Background: an optimization exercise with open tools, aiming at small area and a short achievable clock period. Do not read the settings as production practice.
No run shown here included a check of the RTL's function; only the layout flow was run.
Power is estimated from default activity; no workload was simulated.

==> design.v <==
module note_sequencer #(
  parameter int DEPTH     = 64,
  parameter int DUR_W     = 16,
  parameter int TICK_DIV  = 16,
  parameter int DEB_TICKS = 10
) (
  input  logic                         clk,
  input  logic                         rst_n,
  input  logic [4:0]                   key_code,
  input  logic                         rec_n,
  input  logic                         play_n,
  input  logic                         stop_n,
  output logic [4:0]                   note_out,
  output logic [1:0]                   state_out,
  output logic                         full,
  output logic [$clog2(DEPTH+1)-1:0]   evt_count
);
  localparam int CW  = $clog2(DEPTH+1);
  localparam int AW  = (DEPTH > 1) ? $clog2(DEPTH) : 1;
  localparam int TW  = (TICK_DIV > 1) ? $clog2(TICK_DIV) : 1;
  localparam int DBW = $clog2(DEB_TICKS+1);
  localparam int EW  = 5 + DUR_W;
  localparam int RL  = DEPTH - 2;            
  localparam logic [4:0] SILENCE = 5'b11111;
  typedef enum logic [1:0] {S_IDLE = 2'b00, S_REC = 2'b01, S_PLAY = 2'b10} state_t;
  state_t            state;
  logic [4:0]        key_s1, key_s2;
  logic [2:0]        btn_s1, btn_s2;
  logic              tq;
  logic [2:0]        press;
  logic              stop_p, rec_p, play_p;
  logic [TW-1:0]     tick_cnt;
  logic              tick;
  logic [4:0]        cand, stable;
  logic [DBW-1:0]    deb_cnt, deb_next;
  logic              chg;
  logic [DUR_W-1:0]  dur, dur_plus, dur_m, dur_step;
  logic [AW-1:0]     addr;
  logic              pload;
  logic [EW-1:0]     wr_data, pdata;
  logic              wr_en, sat, rec_close, full_hit, last, pdone, idle_rec, play_go;
  logic [EW-1:0]     slot0, slot1;           
  logic [EW-1:0]     ring  [RL];             
  logic [EW-1:0]     ring_d [RL];
  logic [EW-1:0]     wbuf;                   
  logic              wpend;
  logic [5:0]        wpos;                   
  logic [EW-1:0]     nxt;                    
  logic [5:0]        rpos;                   
  logic [5:0]        ph;                     
  logic [5:0]        ph_nx, wpos_nx, rpos_nx1, rpos_nx2, wpos_new;
  logic [7:0]        wsum;
  logic [4:0]        wtap, rtap;
  logic [EW-1:0]     tap_d [5];
  logic [EW-1:0]     cap_d;
  always_ff @(posedge clk or negedge rst_n) begin
    if (!rst_n) begin
      key_s1 <= SILENCE;
      key_s2 <= SILENCE;
      btn_s1 <= 3'b111;
      btn_s2 <= 3'b111;
      press  <= 3'b000;
    end else begin
      key_s1 <= key_code;
      key_s2 <= key_s1;
      btn_s1 <= {stop_n, rec_n, play_n};
      btn_s2 <= btn_s1;
      press  <= btn_s2 & ~btn_s1;
    end
  end
  assign stop_p = press[2];
  assign rec_p  = press[1];
  assign play_p = press[0];
  assign tick   = tq;
  always_ff @(posedge clk or negedge rst_n) begin
    if (!rst_n) begin
      tick_cnt <= '0;
      tq       <= 1'b0;
    end else begin
      tick_cnt <= tick_cnt + 1'b1;
      tq       <= (tick_cnt == TW'(TICK_DIV-2));
    end
  end
  always_comb begin
    deb_next = DBW'(1);
    if (key_s2 == cand)
      deb_next = (deb_cnt == DBW'(DEB_TICKS)) ? deb_cnt : deb_cnt + 1'b1;
  end
  always_ff @(posedge clk or negedge rst_n) begin
    if (!rst_n) begin
      cand    <= SILENCE;
      stable  <= SILENCE;
      deb_cnt <= '0;
      chg     <= 1'b0;
    end else begin
      chg <= 1'b0;
      if (tick) begin
        cand    <= key_s2;
        deb_cnt <= deb_next;
        if (deb_next >= DBW'(DEB_TICKS) && key_s2 != stable) begin
          stable <= key_s2;
          chg    <= 1'b1;
        end
      end
    end
  end
  always_comb begin
    dur_m     = {DUR_W{state == S_PLAY}};
    dur_step  = dur_m ^ ((dur ^ dur_m) + 1'b1);
    dur_plus  = tick ? dur_step : dur;
    sat       = tick && (dur == {{(DUR_W-1){1'b1}}, 1'b0});
    rec_close = (state == S_REC) && (chg || sat || stop_p);
    wr_en     = rec_close && (tick || (dur != '0));
    wr_data   = {note_out, dur_plus};
    full_hit  = wr_en && (evt_count == CW'(DEPTH-1));
    idle_rec  = !stop_p && rec_p;
    play_go   = !stop_p && !rec_p && play_p && (evt_count != '0);
    last      = (CW'(addr) == evt_count - 1'b1);
    pdone     = (state == S_PLAY) && !pload && tick && (dur == DUR_W'(1));
    pdata     = (addr == AW'(0)) ? slot0 : (addr == AW'(1)) ? slot1 : nxt;
  end
  always_comb begin
    ph_nx    = (ph   == 6'(RL-1)) ? 6'd0 : ph   + 6'd1;
    wpos_nx  = (wpos == 6'(RL-1)) ? 6'd0 : wpos + 6'd1;
    rpos_nx1 = (rpos == 6'(RL-1)) ? 6'd0 : rpos + 6'd1;
    rpos_nx2 = (rpos == 6'(RL-2)) ? 6'd0 : (rpos == 6'(RL-1)) ? 6'd1 : rpos + 6'd2;
    wsum     = 8'(evt_count[AW-1:0]) + 8'(ph) + 8'(RL - 1);
    wpos_new = (wsum >= 8'(2*RL)) ? 6'(wsum - 8'(2*RL)) :
               (wsum >= 8'(RL))   ? 6'(wsum - 8'(RL))   : 6'(wsum);
    wtap     = {5{wpend}} & {wpos == 6'd50, wpos == 6'd38, wpos == 6'd26, wpos == 6'd13, wpos == 6'd0};
    rtap     = {rpos == 6'd50, rpos == 6'd38, rpos == 6'd26, rpos == 6'd13, rpos == 6'd0};
    for (int j = 0; j < RL; j++) ring_d[j] = ring[(j + RL - 1) % RL];
    tap_d[0] = wtap[0] ? wbuf : ring[0];
    tap_d[1] = wtap[1] ? wbuf : ring[13];
    tap_d[2] = wtap[2] ? wbuf : ring[26];
    tap_d[3] = wtap[3] ? wbuf : ring[38];
    tap_d[4] = wtap[4] ? wbuf : ring[50];
    ring_d[1]  = tap_d[0];
    ring_d[14] = tap_d[1];
    ring_d[27] = tap_d[2];
    ring_d[39] = tap_d[3];
    ring_d[51] = tap_d[4];
    cap_d = '0;
    for (int k = 0; k < 5; k++) cap_d = cap_d | ({EW{rtap[k]}} & tap_d[k]);
  end
  always_ff @(posedge clk) begin
    for (int j = 0; j < RL; j++) ring[j] <= ring_d[j];
    if (|rtap) nxt <= cap_d;
    if (wr_en && evt_count[AW-1:0] == AW'(0)) slot0 <= wr_data;
    if (wr_en && evt_count[AW-1:0] == AW'(1)) slot1 <= wr_data;
    if (wr_en) wbuf <= wr_data;
  end
  always_ff @(posedge clk or negedge rst_n) begin
    if (!rst_n) begin
      ph    <= '0;
      wpend <= 1'b0;
    end else begin
      ph <= ph_nx;
      if (wr_en && evt_count[AW-1:1] != '0) wpend <= 1'b1;
      else if (|wtap)                       wpend <= 1'b0;
    end
  end
  always_ff @(posedge clk) begin
    wpos <= (wr_en && evt_count[AW-1:1] != '0) ? wpos_new : wpos_nx;
    if (state != S_PLAY)
      rpos <= ph_nx;
    else if (pload && addr[AW-1:1] != '0 && !stop_p)
      rpos <= rpos_nx2;
    else
      rpos <= rpos_nx1;
  end
  always_ff @(posedge clk or negedge rst_n) begin
    if (!rst_n) begin
      state     <= S_IDLE;
      note_out  <= SILENCE;
      full      <= 1'b0;
      evt_count <= '0;
    end else begin
      case (state)
        S_IDLE: begin
          note_out <= stable;
          if (idle_rec) begin
            state     <= S_REC;
            evt_count <= '0;
            full      <= 1'b0;
          end else if (play_go) begin
            state <= S_PLAY;
          end
        end
        S_REC: begin
          note_out <= stable;
          if (wr_en) evt_count <= evt_count + 1'b1;
          if (full_hit) begin
            full  <= 1'b1;
            state <= S_IDLE;
          end else if (stop_p) begin
            state <= S_IDLE;
          end
        end
        S_PLAY: begin
          if (stop_p) begin
            state    <= S_IDLE;
            note_out <= stable;
          end else if (pload) begin
            note_out <= pdata[EW-1:DUR_W];
          end else if (pdone && last) begin
            state <= S_IDLE;
          end
        end
        default: state <= S_IDLE;
      endcase
    end
  end
  always_ff @(posedge clk) begin
    if (((state == S_IDLE) && idle_rec) || ((state == S_REC) && rec_close))
      dur <= '0;
    else if ((state == S_PLAY) && pload && !stop_p)
      dur <= pdata[DUR_W-1:0];
    else if (tick && (state == S_REC || (state == S_PLAY && !pload)))
      dur <= dur_step;
    case (state)
      S_IDLE: begin
        if (!idle_rec && play_go) begin
          addr  <= '0;
          pload <= 1'b1;
        end
      end
      S_PLAY: begin
        if (stop_p) begin
          pload <= 1'b0;
        end else if (pload) begin
          pload <= 1'b0;
        end else if (pdone && !last) begin
          addr  <= addr + 1'b1;
          pload <= 1'b1;
        end
      end
      default: ;
    endcase
  end
  assign state_out = state;
endmodule
==> run.sh <==
#!/bin/bash
# synth_recipe.tcl (not shown) runs the flow's synth.tcl, then flattens the netlist and writes it again
# the make line also repeats each setting of config.mk as NAME=value (left out here)
make -C /OpenROAD-flow-scripts/flow DESIGN_CONFIG=/design/flow/config.mk WORK_HOME=/design/flow/orfs CLKGATE_MAP_FILE= SYNTH_SCRIPT=/design/flow/synth_recipe.tcl finish
==> config.mk <==
export PLATFORM = sky130hd
export DESIGN_NAME = note_sequencer
export DESIGN_NICKNAME = note_sequencer
export VERILOG_FILES = /design/flow/design.v
export SDC_FILE = /design/flow/constraint.sdc
export NUM_CORES = 4
export LEC_CHECK = 0
export CAP_MARGIN = 20
export CORE_MARGIN = 2
export CORE_UTILIZATION = 40
export SLEW_MARGIN = 20
==> constraint.sdc <==
create_clock -name core_clock -period 5.0 [get_ports {clk}]
set_input_delay 1.0000 -clock core_clock [delete_from_list [all_inputs] [get_ports {clk}]]
set_output_delay 1.0000 -clock core_clock [all_outputs]
set_load 0.01 [all_outputs]
==> flow_summary.yaml, run 1 <==
outcome:
  outcome: "complete, no violations"
clock_tree:
  clockRootBuffer: "clkbuf_16"
  h-tree-depth: 4
  cts_resized: 0
  cts.path.max_buffers: 3
  clkSlewWorstSetupHoldPaths_ns: 0.06
  clock_latency_ns: 0.74
  cts_sinks: 1482
  cts_inserted_buffers: 131
  post-cts-setup-buffers: 0
  cts_tree: "done"
  postCtsHoldBufs: 0
power_and_ir_drop:
  switching_share_pct: 22.02
  internal_power_mw: 18.49
  pwr-share-clk_pct: 42.7
  powerDensity_nw_per_um2: 545.2
  p_sw_mw: 5.222
  p_leak_nw: 17.50
  vdd_drop_max_uv: 333.2
  power_frac_comb_pct: 4.6
  p_seq_share_pct: 52.6
  total_power_mw: 23.71
setup_path:
  crit_path_end_kind: "flip-flop"
  cp_max_fo: 10
  arrival_ns: 4.03
  cp.buffers_inverters: 3
  critPathKind: "reg2reg"
  crit-reg2reg-launch: "evt_count[0]"
  slowest_delay_ns: 0.52
  worstPathRequired_ns: 5.56
  path_cells: "inv_1, ha_1, inv_1, ha_1, inv_1, fa_1, xnor2_1, ha_1, a32o_1, a31o_2, nand4_1, a221oi_1, o22ai_1"
  critical_path.slowest_cell: "dfrtp_1"
  crit_start: "evt_count[0]"
  startpoint_type: "flip-flop"
  worst_path_dominant_cell_family: "adder cells"
placed_design:
  portBuffers: 24
  placed_area_sq_um: 38990
  post-dp-hpwl_mm: 37.22
  place.gp.congestion: 0.8678
  dp_cells: 3695
  post-place-ws_ns: 1.521
job:
  drv_cap: 0
die:
  num_rows: 111
  pin_count: 25
  die_x_um: 309.1
  core_area_sq_um: 91940
  die_h_um: 309.1
  initial_core_util_pct: 40.50
  die_area_sq_um: 95540
route:
  drt_iter0_drc: 981
  ant_nets: 0
  drt-pass1-iter-count: 5
  wl_per_cell_um: 15.67
  finalWirelength_mm: 61.58
  drc: 0
  viasPerCell: 4.401
  route.vias.total: 17290
global_routing:
  track_usage_pct: 13.31
  grt_remaining_overflow: 0
  grt_max_degree: 62
  grt_antenna_before_repair: 0
  grt_pass1_wl_mm: 97.82
  grt_pass1_vias: 17790
finish:
  seq_area_sq_um: 30930
  final_core_util_pct: 47.31
  fin_cells: 3930
  multi_input_area_sq_um: 5732
  nFillCells: 7915
  syn2layout_area_growth_pct: 16.83
  antenna_cells: 0
  design_area_sq_um: 43500
  nets: 2633
  drive_gt1_share_pct: 13.40
logic_synthesis:
  syn_area_per_cell_sq_um: 15.07
  synth_seq_area_share_pct: 83.08
  synthTopCellsByCount: "1,329 x dfxtp_1, 120 x nand2_1, 92 x edfxtp_1"
  syn_area_sq_um: 37230
  synth_seq_cells: 1482
  netlist_top_cells_area: "dfxtp_1 71%, edfxtp_1 7.4%, dfstp_2 2.2%"
  synth_largest_area_cell: "dfxtp_1"
  syn-instance-count: 2470
  synth.most_common_cell: "dfxtp_1"
  syn-num-nets: 2518
  synth_edf_count: 92
  yosys.area.top_type_share_pct: 71.45
  synth-warning-count: 4
  ys_types: 75
  synth-async-reset-ratio_pct: 4.116
  synth-main-ff-cell: "dfxtp_1"
timing:
  grt_setup_unrepaired: "false"
  finClkSkew_ns: 0.03523
  worst_pin_slew_ns: 1.099
  period_needed_ns: 3.470
  slew_viol_final: 0
  period_share_pct: 69.40
  hold_viol: 0
  layout_setup_ws_ns: 1.530
  timing.fmax_mhz: 288.2
  setup_viol: 0
  fin_setup_tns_ns: 0
  whs_ns: 0.3001
  slew_headroom_pct: 25.94
min_path:
  min_path_type: "reg2reg"
  hold_start: "ring[8][2]"
-- worst paths after layout --
path	end	slack [ns]	cells past startpoint
min in group asynchronous	deb_cnt[3]	0.44	2
max in group asynchronous	evt_count[1]	4.07	2
hold reg to reg	ring[9][2]	0.30	0
setup reg to reg	wpos[5]	1.53	13
setup / recovery	wpos[5]	1.53	13
hold / removal	ring[9][2]	0.30	0
-- layer usage --
metal | track usage [%] | routed length (um) | vias to the layer above
met1 | 17.73 | 29160 | 8328
met4 | 6.153 | 1877 | 0
met3 | 3.254 | 3173 | 143
met2 | 20.49 | 27370 | 391
met5 | 0 | 0 | -
li1 | - | - | 8432
-- worst register-to-register path, stage by stage (launching register included) --
cell and delay [ns]:
dfrtp_1 0.52, inv_1 0.13, ha_1 0.21, inv_1 0.05, ha_1 0.15, inv_1 0.05
fa_1 0.39, xnor2_1 0.48, ha_1 0.33, a32o_1 0.16, a31o_2 0.22, nand4_1 0.12
a221oi_1 0.35, o22ai_1 0.14
-- registers in the layout, indices dropped and copies added (netlist names), 6 cells and up --
| signal | flops |
|---|---|
| nxt | 21 |
| slot1 | 21 |
| wpos | 6 |
| evt_count | 7 |
| wbuf | 21 |
| rpos | 6 |
| dur | 16 |
| slot0 | 21 |
| addr | 6 |
| ring | 1302 |
| ph | 6 |
-- cell usage in the layout (no fill, tap or decap), types with 16 or more instances in the layout --
cell type | netlist | layout
nand3_1 | 41 | 41
o221ai_1 | 21 | 21
a31oi_1 | 19 | 19
dfstp_2 | 31 | 31
xnor2_1 | 43 | 43
clkbuf_8 | 0 | 20
inv_1 | 84 | 84
buf_4 | 0 | 29
edfxtp_1 | 92 | 92
a31o_2 | 23 | 23
o21ai_0 | 41 | 41
clkdlybuf4s50_1 | 0 | 23
dfrtp_1 | 30 | 30
nor2_1 | 90 | 89
dfxtp_1 | 1329 | 1329
xor2_1 | 18 | 18
a211oi_1 | 16 | 16
clkbuf_1 | 49 | 33
clkbuf_16 | 0 | 134
ha_1 | 37 | 37
nor2b_1 | 35 | 34
nor3_1 | 29 | 29
mux2_2 | 50 | 50
nand2_1 | 120 | 120
mux2i_1 | 59 | 59
a21oi_1 | 50 | 50
-- cell type report --
cell class	count	area share [%]
Clock inverter	48	1.734
Clock buffer	187	8.626
Timing Repair Buffer	53	1.041
Sequential cell	1482	71.11
Inverter	85	0.7335
Multi-Input combinational cell	832	13.18
Tap cell	1243	3.575
-- power groups by stage --
stage	Sequential (mW)	Clock (mW)	Combinational (mW)
detailed placement	12.7	0	1.09
CTS	12.5	10.4	1.09
global placement	12.7	0	1.05
finish	12.5	10.1	1.09
global route	12.5	10.9	1.21
floorplan	12.6	0	0.811
-- cell families (layout without fill, tap and decap cells) --
group                    after synthesis  count (layout)  share of synthesized area, %
AND/OR/NAND/NOR                      388             388                         5.014
buffers and inverters                156             373                         1.643
multiplexers                         116             116                         3.310
adder cells (fa/ha/maj)               38              38                         1.297
AO/OA/AOI/OAI                        229             229                         4.224
XOR/XNOR                              61              61                         1.435
flip-flops                          1482            1482                         83.08
==> run 2, diff against run 1 <==
--- a/config.mk
+++ b/config.mk
@@ -8,4 +8,6 @@
 export CAP_MARGIN = 20
 export CORE_MARGIN = 2
-export CORE_UTILIZATION = 40
+export CORE_UTILIZATION = 65
+export CTS_BUF_LIST = sky130_fd_sc_hd__clkbuf_8
+export CTS_CLUSTER_SIZE = 30
 export SLEW_MARGIN = 20
==> flow_summary.yaml, run 2 <==
outcome:
  outcome: "complete, no violations"
setup_path:
  worstPathRequired_ns: 5.63
  timing.rr.end: "wpos[5]"
  path_cells: "inv_1, ha_1, inv_1, ha_1, inv_1, fa_1, xnor2_1, ha_1, a32o_1, a31o_2, nand4_1, a221oi_1, o22ai_1"
  arrival_ns: 4.27
  r2r_slack_ns: 1.36
  slowest_delay_ns: 0.54
  cp_max_fo: 10
  worst_r2r_path_depth: 13
  critical_path.slowest_cell: "dfrtp_1"
  critPathKind: "reg2reg"
  crit_path_end_kind: "flip-flop"
  crit-reg2reg-launch: "evt_count[0]"
  startpoint_type: "flip-flop"
die:
  core_area_sq_um: 56500
  num_rows: 87
  die_area_sq_um: 59210
  pin_count: 25
  die_h_um: 243.3
  die_x_um: 243.3
  initial_core_util_pct: 65.91
timing:
  timing.fmax_mhz: 274.6
  layout_setup_ws_ns: 1.358
  slew_viol_final: 0
  slew_headroom_pct: 29.59
  hold_viol: 0
  period_needed_ns: 3.642
  period_share_pct: 72.83
  whs_ns: 0.2957
  finClkSkew_ns: 0.04771
  setup_viol: 0
  grt_setup_unrepaired: "false"
  worst_pin_slew_ns: 1.041
  fin_setup_tns_ns: 0
logic_synthesis:
  synth_seq_cells: 1482
  synth_largest_area_cell: "dfxtp_1"
  syn_area_per_cell_sq_um: 15.07
  synth_edf_count: 92
  syn_area_sq_um: 37230
  synth-main-ff-cell: "dfxtp_1"
  synthTopCellsByCount: "1,329 x dfxtp_1, 120 x nand2_1, 92 x edfxtp_1"
  netlist_top_cells_area: "dfxtp_1 71%, edfxtp_1 7.4%, dfstp_2 2.2%"
  syn-instance-count: 2470
  synth-warning-count: 4
  yosys.area.top_type_share_pct: 71.45
  synth-async-reset-ratio_pct: 4.116
  ys_types: 75
  syn-num-nets: 2518
  synth.most_common_cell: "dfxtp_1"
  synth_seq_area_share_pct: 83.08
clock_tree:
  postCtsHoldBufs: 0
  clock_latency_ns: 0.83
  clockRootBuffer: "clkbuf_8"
  clkSlewWorstSetupHoldPaths_ns: 0.07
  h-tree-depth: 4
  post-cts-setup-buffers: 0
  cts_tree: "done"
  cts.path.max_buffers: 3
  cts_inserted_buffers: 200
  cts_sinks: 1482
  cts_resized: 0
power_and_ir_drop:
  p_sw_mw: 5.166
  p_leak_nw: 17.69
  vdd_drop_max_uv: 408.3
  internal_power_mw: 17.30
  total_power_mw: 22.47
  switching_share_pct: 22.99
  power_frac_comb_pct: 4.9
  pwr-share-clk_pct: 39.5
  powerDensity_nw_per_um2: 529.9
  p_seq_share_pct: 55.6
finish:
  fin_cells: 3566
  mostFrequentLayoutCells: "1,329 x dfxtp_1, 244 x clkbuf_8, 168 x inv_1"
  final_common_cell: "dfxtp_1"
  drive_gt1_share_pct: 15.41
  nets: 2697
  largest_reg_flops: 1302
  syn2layout_area_growth_pct: 13.87
  regMostFlops: "ring"
placed_design:
  post-place-ws_ns: 1.497
  portBuffers: 24
  post-dp-hpwl_mm: 37.47
  dp_cells: 3203
  place.gp.congestion: 0.8586
route:
  drc: 0
  drt_iter0_drc: 839
  finalWirelength_mm: 64.74
  drt-pass1-iter-count: 5
  route.vias.total: 17750
  viasPerCell: 4.976
  wl_per_cell_um: 18.16
  ant_nets: 0
global_routing:
  busiest_layer: "met2"
  track_usage_pct: 22.81
  use_met2_pct: 36.32
  grt_remaining_overflow: 0
  grt_pass1_wl_mm: 102.8
  grt_antenna_before_repair: 2
  grt_pass1_vias: 18840
  grtUsageMet1_pct: 29.43
  grt_max_degree: 62
  grt_use_met3_pct: 5.904
job:
  drv_cap: 0
min_path:
  min_path_type: "reg2reg"
  worstHoldEndpoint: "ring[52][19]"
  hold_start: "ring[51][19]"
  hold_depth: 0
-- run 2: cell counts after synthesis --
No cell type changed its count.
-- run 2: cell families (layout without fill, tap and decap cells) --
kind of cell    count (synthesis)  in the layout  synth area share [%]
simple gates                  388            388                 5.014
xor+xnor                       61             61                 1.435
flops                        1482           1482                 83.08
mux                           116            116                 3.310
fa+ha+maj                      38             38                 1.297
compound gates                229            229                 4.224
other cells                     0              1                     0
buf+inv                       156            495                 1.643
-- run 2: critical path: cells and delay by family (launching register included) --
family / cells / cell delay [ns]
adders and majority gates: 4 / 1.10
AOI/OAI and AO/OA: 4 / 0.92
xor gates and xnor gates: 1 / 0.54
and+or+nand+nor: 1 / 0.11
buffers and inverters: 3 / 0.22
DFF: 1 / 0.54
-- run 2: layer usage --
layer	up-vias	wire length [um]
met2	439	30460
li1	8599	-
met3	157	2867
met1	8550	29270
met5	-	0
met4	0	2145
-- run 2: stage by stage --
step	instance area, sq um	util, %
CTS	42390	75.04
finish	42400	75.05
floorplan	37230	-
detailed placement	38350	67.88
global placement	38340	67.87
global route	42400	75.05
-- run 2: worst max-delay path by stage --
stage / startpoint / end / slack [ns] / cells after the start
2_1_floorplan: evt_count[0] / addr[0] / 1.50 / 10
3_3_place_gp: evt_count[0] / addr[0] / 1.63 / 9
3_5_place_dp: evt_count[0] / wpos[5] / 1.50 / 13
4_1_cts: evt_count[0] / wpos[5] / 1.44 / 13
5_1_grt: evt_count[0] / wpos[5] / 1.10 / 13
6_report: evt_count[0] / wpos[5] / 1.36 / 13
-- run 2: layout make-up --
class                      count  area, sq um
antenna                        1        2.502
clock buffer                 244         3358
clock inverter               118        686.9
fill                        3306        14100
inverter                      85        319.1
multi-input combinational    832         5738
sequential                  1482        30930
tap                          756        945.9
timing repair buffer          48        415.4
-- run 2: power groups by stage --
stage | Clock [mW] | Combinational (mW) | Sequential (mW)
detailed placement | 0 | 1.07 | 12.8
floorplan | 0 | 0.811 | 12.6
global route | 9.63 | 1.21 | 12.5
CTS | 9.12 | 1.09 | 12.5
global placement | 0 | 1.04 | 12.7
finish | 8.87 | 1.10 | 12.5
==> run 3, diff against run 2 <==
--- a/design.v
+++ b/design.v
@@ -50,5 +50,6 @@
   logic [5:0]        ph;                     
   logic [5:0]        ph_nx, wpos_nx, rpos_nx1, rpos_nx2, wpos_new;
-  logic [7:0]        wsum;
+  logic [5:0]        npos;                   
+  logic [5:0]        npos_nx1, npos_nx2, ph_pv;
   logic [4:0]        wtap, rtap;
   logic [EW-1:0]     tap_d [5];
@@ -125,7 +126,8 @@
     rpos_nx1 = (rpos == 6'(RL-1)) ? 6'd0 : rpos + 6'd1;
     rpos_nx2 = (rpos == 6'(RL-2)) ? 6'd0 : (rpos == 6'(RL-1)) ? 6'd1 : rpos + 6'd2;
-    wsum     = 8'(evt_count[AW-1:0]) + 8'(ph) + 8'(RL - 1);
-    wpos_new = (wsum >= 8'(2*RL)) ? 6'(wsum - 8'(2*RL)) :
-               (wsum >= 8'(RL))   ? 6'(wsum - 8'(RL))   : 6'(wsum);
+    npos_nx1 = (npos == 6'(RL-1)) ? 6'd0 : npos + 6'd1;
+    npos_nx2 = (npos == 6'(RL-2)) ? 6'd0 : (npos == 6'(RL-1)) ? 6'd1 : npos + 6'd2;
+    ph_pv    = (ph == 6'd0) ? 6'(RL-1) : ph - 6'd1;
+    wpos_new = npos_nx1;
     wtap     = {5{wpend}} & {wpos == 6'd50, wpos == 6'd38, wpos == 6'd26, wpos == 6'd13, wpos == 6'd0};
     rtap     = {rpos == 6'd50, rpos == 6'd38, rpos == 6'd26, rpos == 6'd13, rpos == 6'd0};
@@ -155,6 +157,10 @@
       ph    <= '0;
       wpend <= 1'b0;
+      npos  <= 6'(RL-2);
     end else begin
       ph <= ph_nx;
+      if ((state == S_IDLE) && idle_rec) npos <= ph_pv;
+      else if (wr_en)                    npos <= npos_nx2;
+      else                               npos <= npos_nx1;
       if (wr_en && evt_count[AW-1:1] != '0) wpend <= 1'b1;
       else if (|wtap)                       wpend <= 1'b0;
--- a/config.mk
+++ b/config.mk
@@ -8,6 +8,5 @@
 export CAP_MARGIN = 20
 export CORE_MARGIN = 2
-export CORE_UTILIZATION = 65
-export CTS_BUF_LIST = sky130_fd_sc_hd__clkbuf_8
-export CTS_CLUSTER_SIZE = 30
+export CORE_UTILIZATION = 60
+export SETUP_SLACK_MARGIN = 1.8
 export SLEW_MARGIN = 20
==> flow_summary.yaml, run 3 <==
outcome:
  outcome: "complete, no violations"
power_and_ir_drop:
  p_leak_nw: 17.29
  pwr-share-clk_pct: 41.7
  p_seq_share_pct: 53.8
  powerDensity_nw_per_um2: 562.2
  vdd_drop_max_uv: 349.7
  switching_share_pct: 21.44
  internal_power_mw: 18.82
  power_frac_comb_pct: 4.5
  p_sw_mw: 5.137
logic_synthesis:
  synth_edf_count: 92
  syn-instance-count: 2378
  synth-main-ff-cell: "dfxtp_1"
  synth_seq_cells: 1488
  synth.most_common_cell: "dfxtp_1"
  syn-num-nets: 2419
  yosys.area.top_type_share_pct: 71.94
  syn_area_per_cell_sq_um: 15.55
  synth-async-reset-ratio_pct: 4.503
  syn_area_sq_um: 36980
  synth_largest_area_cell: "dfxtp_1"
  netlist_top_cells_area: "dfxtp_1 72%, edfxtp_1 7.5%, mux2_2 3.0%"
  synthTopCellsByCount: "1,329 x dfxtp_1, 120 x nand2_1, 99 x mux2_2"
  synth_seq_area_share_pct: 84.07
  ys_types: 73
  synth-warning-count: 4
timing:
  slew_viol_final: 0
  finClkSkew_ns: 0.02024
  worst_pin_slew_ns: 0.9839
  layout_setup_ws_ns: 2.031
  timing.fmax_mhz: 336.8
  slew_headroom_pct: 34.41
  period_share_pct: 59.38
  hold_viol: 0
  fin_setup_tns_ns: 0
  period_needed_ns: 2.969
  setup_viol: 0
  grt_setup_unrepaired: "false"
clock_tree:
  clock_latency_ns: 0.70
  clockRootBuffer: "clkbuf_16"
  clkSlewWorstSetupHoldPaths_ns: 0.06
  cts.path.max_buffers: 3
  h-tree-depth: 4
  cts_tree: "done"
  cts_inserted_buffers: 134
  cts_sinks: 1488
route:
  ant_nets: 0
  wl_per_cell_um: 17.79
  drt_iter0_drc: 1009
  drt-pass1-iter-count: 5
  route.vias.total: 16800
  viasPerCell: 4.957
  finalWirelength_mm: 60.28
  drc: 0
setup_path:
  cp_max_fo: 36
  crit_path_end_kind: "flip-flop"
  startpoint_type: "flip-flop"
  critPathKind: "reg2reg"
  worstPathRequired_ns: 5.34
  arrival_ns: 3.31
die:
  die_x_um: 252.3
  die_h_um: 252.3
  initial_core_util_pct: 60.26
  core_area_sq_um: 61370
  pin_count: 25
  num_rows: 91
  die_area_sq_um: 63640
finish:
  final_common_cell: "dfxtp_1"
  antenna_cells: 0
  nFillCells: 4110
  drive_gt1_share_pct: 15.20
  mostFrequentLayoutCells: "1,329 x dfxtp_1, 139 x clkbuf_16, 119 x nand2_1"
  largest_reg_flops: 1302
  regMostFlops: "ring"
  syn2layout_area_growth_pct: 15.22
  nets: 2535
global_routing:
  grt_remaining_overflow: 0
  grt_pass1_wl_mm: 94.79
  grt_max_degree: 38
  grt_antenna_before_repair: 0
  grt_pass1_vias: 16960
  track_usage_pct: 19.59
placed_design:
  portBuffers: 24
  place.gp.congestion: 0.8613
  post-dp-hpwl_mm: 35.20
  post-place-ws_ns: 1.842
min_path:
  min_path_type: "reg2reg"
job:
  drv_cap: 0
[run 3: changes by cell type after synthesis, sizes merged, moves of 20 or more]
| cell | delta |
|---|---|
| o221ai | -20 |
| a21oi | -20 |
| mux2i | -30 |
| inv | -40 |
| a22oi | +22 |
| a31o | -22 |
| nor2b | -22 |
| mux2 | +42 |
[run 3: repair_timing]
| item | CTS | global route |
|---|---|---|
| setup endpoints to repair | 0 | 34 |
| resized for setup | 0 | 5 |
| hold endpoints to repair | 0 | 0 |
| hold buffers | 0 | 0 |
| setup buffers | 0 | 0 |
[run 3: stage by stage]
stage,util [%],instances,hold WS (ns),cell area [sq um],total power [mW]
global placement,62.14,3148,0.3096,38130,14.17
detailed placement,62.14,3148,0.3121,38130,14.22
global route,69.43,3389,0.3207,42610,24.87
CTS,69.40,3389,0.3154,42590,24.20
finish,69.43,3389,0.3126,42610,23.96
floorplan,-,2378,0.3096,36980,13.83
[run 3: cell families after synthesis]
kind of cell | Yosys count | share of synthesized area [%]
DFF | 1488 | 84.07
adders and majority gates | 31 | 1.049
AOI/OAI and AO/OA | 196 | 3.654
xor gates and xnor gates | 63 | 1.492
and+or+nand+nor | 360 | 4.713
muxes | 128 | 3.800
buffers and inverters | 112 | 1.225
[run 3: worst max-delay path, cell delays in order, from the launching register on]
cell and delay (ns):
dfrtp_1 0.52, buf_4 0.33, nand2_1 0.08, nor3_1 0.22
a21oi_1 0.26, nor2_4 0.15, buf_4 0.50, and3_4 0.54
[run 3: power by group through the flow]
stage                     logic, mW  registers (mW)  clock network [mW]
after floorplan               0.858            13.0                   0
after global placement         1.04            13.1                   0
after detailed placement       1.06            13.2                   0
after CTS                      1.07            12.9                10.2
after global routing           1.20            13.0                10.7
final                          1.07            12.9                9.99
[run 3: final cells by class]
| class | count | area [sq um] | share of cell area [%] |
|---|---|---|---|
| clock buffers | 203 | 4079 | 9.573 |
| multi-input cells | 778 | 5492 | 12.89 |
| inverters | 44 | 165.2 | 0.3876 |
| flip-flops and latches | 1488 | 31090 | 72.97 |
| well taps | 790 | 988.4 | 2.320 |
| clock inverters | 38 | 379.1 | 0.8898 |
| repair buffers | 48 | 415.4 | 0.9750 |
[run 3: path summary, 6_finish.rpt]
check,endpoint,from,depth (start not counted),slack [ns]
setup / recovery,slot1[2],tq,7,2.03
hold / removal,ring[13][6],ring[12][6],0,0.31
setup reg to reg,slot1[2],tq,7,2.03
hold reg to reg,ring[13][6],ring[12][6],0,0.31
max in group asynchronous,stable[3],rst_n,2,3.63
min in group asynchronous,ph[1],rst_n,1,0.38
[run 3: per-layer routing]
metal | vias to the layer above | track usage, % | share of wire (%)
met3 | 103 | 4.418 | 4.2
met5 | - | 0 | 0
met2 | 316 | 30.08 | 45
met1 | 8205 | 27.02 | 48
li1 | 8175 | - | -
met4 | 0 | 8.318 | 2.8
==> run 4, diff against run 3 <==
--- a/config.mk
+++ b/config.mk
@@ -9,4 +9,4 @@
 export CORE_MARGIN = 2
 export CORE_UTILIZATION = 60
-export SETUP_SLACK_MARGIN = 1.8
+export SETUP_SLACK_MARGIN = 2.5
 export SLEW_MARGIN = 20
==> flow_summary.yaml, run 4 <==
global_routing:
  grt_remaining_overflow: 0
  grt_antenna_before_repair: 0
  track_usage_pct: 20.59
  grt_pass1_vias: 17140
  grt_pass1_wl_mm: 98.44
  grt_max_degree: 37
logic_synthesis:
  synthTopCellsByCount: "1,329 x dfxtp_1, 120 x nand2_1, 99 x mux2_2"
  synth_largest_area_cell: "dfxtp_1"
  syn_area_per_cell_sq_um: 15.55
  synth_seq_cells: 1488
  synth_seq_area_share_pct: 84.07
  netlist_top_cells_area: "dfxtp_1 72%, edfxtp_1 7.5%, mux2_2 3.0%"
  syn_area_sq_um: 36980
  syn-instance-count: 2378
  synth-warning-count: 4
  syn-num-nets: 2419
  synth_edf_count: 92
  synth-main-ff-cell: "dfxtp_1"
  yosys.area.top_type_share_pct: 71.94
  synth.most_common_cell: "dfxtp_1"
  synth-async-reset-ratio_pct: 4.503
  ys_types: 73
timing:
  whs_ns: 0.3096
  fin_setup_tns_ns: 0
  slew_headroom_pct: 40.79
  setup_viol: 0
  timing.fmax_mhz: 407.0
  grt_setup_unrepaired: "true"
  period_share_pct: 49.14
  layout_setup_ws_ns: 2.543
  finClkSkew_ns: 0.02284
  period_needed_ns: 2.457
  worst_pin_slew_ns: 0.8758
  slew_viol_final: 0
  hold_viol: 0
finish:
  antenna_cells: 0
  fin_cells: 3438
  syn2layout_area_growth_pct: 17.12
  nFillCells: 4043
  final_core_util_pct: 70.57
  largest_reg_flops: 1302
  design_area_sq_um: 43310
  regMostFlops: "ring"
  final_common_cell: "dfxtp_1"
  drive_gt1_share_pct: 18.24
  mostFrequentLayoutCells: "1,324 x dfxtp_1, 142 x clkbuf_16, 117 x nand2_1"
  nets: 2583
placed_design:
  place.gp.congestion: 0.8384
  post-dp-hpwl_mm: 36.16
  placed_area_sq_um: 38160
  portBuffers: 24
  dp_cells: 3147
  post-place-ws_ns: 1.672
die:
  die_h_um: 252.3
  die_x_um: 252.3
  core_area_sq_um: 61370
  pin_count: 25
  initial_core_util_pct: 60.26
  num_rows: 91
  die_area_sq_um: 63640
clock_tree:
  cts_inserted_buffers: 136
  clkSlewWorstSetupHoldPaths_ns: 0.07
  cts.path.max_buffers: 3
  clockRootBuffer: "clkbuf_16"
  postCtsHoldBufs: 0
  h-tree-depth: 4
  cts_sinks: 1488
  cts_tree: "done"
  clock_latency_ns: 0.70
route:
  route.vias.total: 17190
  drc: 0
  drt_iter0_drc: 1067
  wl_per_cell_um: 18.88
  finalWirelength_mm: 64.92
  ant_nets: 0
  viasPerCell: 5.001
  drt-pass1-iter-count: 7
job:
  drv_cap: 0
power_and_ir_drop:
  total_power_mw: 24.16
  powerDensity_nw_per_um2: 557.9
  p_leak_nw: 17.65
  vdd_drop_max_uv: 416.0
setup_path:
  cp.buffers_inverters: 1
  critPathKind: "reg2out"
  critical_path.slowest_cell: "dfrtp_2"
  worst_path_dominant_cell_family: "flip-flops"
  worstPathRequired_ns: 4.00
  crit_path_end_kind: "primary output"
  r2r_slack_ns: 2.57
  arrival_ns: 1.46
  path_cells: "clkdlybuf4s15_2"
  slowest_delay_ns: 0.47
  cp_max_fo: 8
  startpoint_type: "flip-flop"
min_path:
  min_path_type: "reg2reg"
outcome:
  outcome: "complete, no violations"
## run 4: cell counts after synthesis
Identical to the previous run, type by type.
## run 4: cells by family after synthesis
kind of cell / after synthesis / share of synthesized area, %
compound gates: 196 / 3.654
flops: 1488 / 84.07
buf+inv: 112 / 1.225
xor+xnor: 63 / 1.492
fa+ha+maj: 31 / 1.049
mux: 128 / 3.800
simple gates: 360 / 4.713
## run 4: final timing paths
kind                       cells after the start           end         start
min in group asynchronous                      1   tick_cnt[3]         rst_n
max                                            1  state_out[0]      state[0]
max reg2reg                                    7     slot1[14]      state[1]
min reg2reg                                    0  ring[49][13]  ring[48][13]
min                                            0  ring[49][13]  ring[48][13]
max in group asynchronous                      2   note_out[3]         rst_n
## run 4: what timing repair did
item / 4_1_cts / 5_1_grt
endpoints found under the hold margin: 0 / 0
cloned: 3 / 3
pin swaps: 9 / 7
endpoints found under the setup margin: 234 / 132
setup buffers: 31 / 10
gates resized for setup: 88 / 35
## run 4: area by class of cell
type                    count  area (sq um)  area share (%)
multi-input cells         781          5719           13.20
flip-flops and latches   1488         31110           71.83
inverters                  44         170.2          0.3929
clock inverters            41         412.9          0.9533
well taps                 790         988.4           2.282
clock buffers             203          4001           9.239
repair buffers             91         908.4           2.097
## run 4: routing by layer
| metal | GRT usage [%] | vias up | wire (um) |
|---|---|---|---|
| met3 | 4.047 | 110 | 2485 |
| met5 | 0 | - | 0 |
| li1 | - | 8287 | - |
| met4 | 8.352 | 0 | 1733 |
| met2 | 32.50 | 353 | 30220 |
| met1 | 28.15 | 8442 | 30490 |
## run 4: power by group
part	internal, mW	switching (mW)	total (mW)
Combinational	0.554	0.753	1.31
Clock	5.70	4.25	9.95
Sequential	12.5	0.360	12.9

-- re-timing with driven ports --
The flow's constraints put no driver on any port. The routed layouts listed below were extracted and timed again, unchanged, in two steps.
Step 1 sets driving cells, clkbuf_16 on the clock port and buf_2 on the other inputs (assumed; they add their load-dependent delay and slew).
Step 2, shift: input delay + t, output delay - t, t = (earliest + latest rising clock arrival at the registers) / 2. This alone moves slack from input paths to output paths.
a / b / c = no drivers / after step 1 / after step 2; a / b = the first two.
| run | shift t [ns] | slack for setup (ns) | latest minus earliest clock arrival (ns) |
|---|---|---|---|
| run 1 | 0.782 | 1.530 / 1.530 / 1.530 | 0.044 / 0.043 |
| run 2 | 0.858 | 1.358 / 1.358 / 1.358 | 0.048 / 0.048 |
| run 3 | 0.746 | 2.031 / 2.022 / 2.031 | 0.021 / 0.021 |
| run 4 | 0.750 | 2.543 / 2.485 / 2.574 | 0.023 / 0.023 |
After both steps every run listed still meets setup and hold.
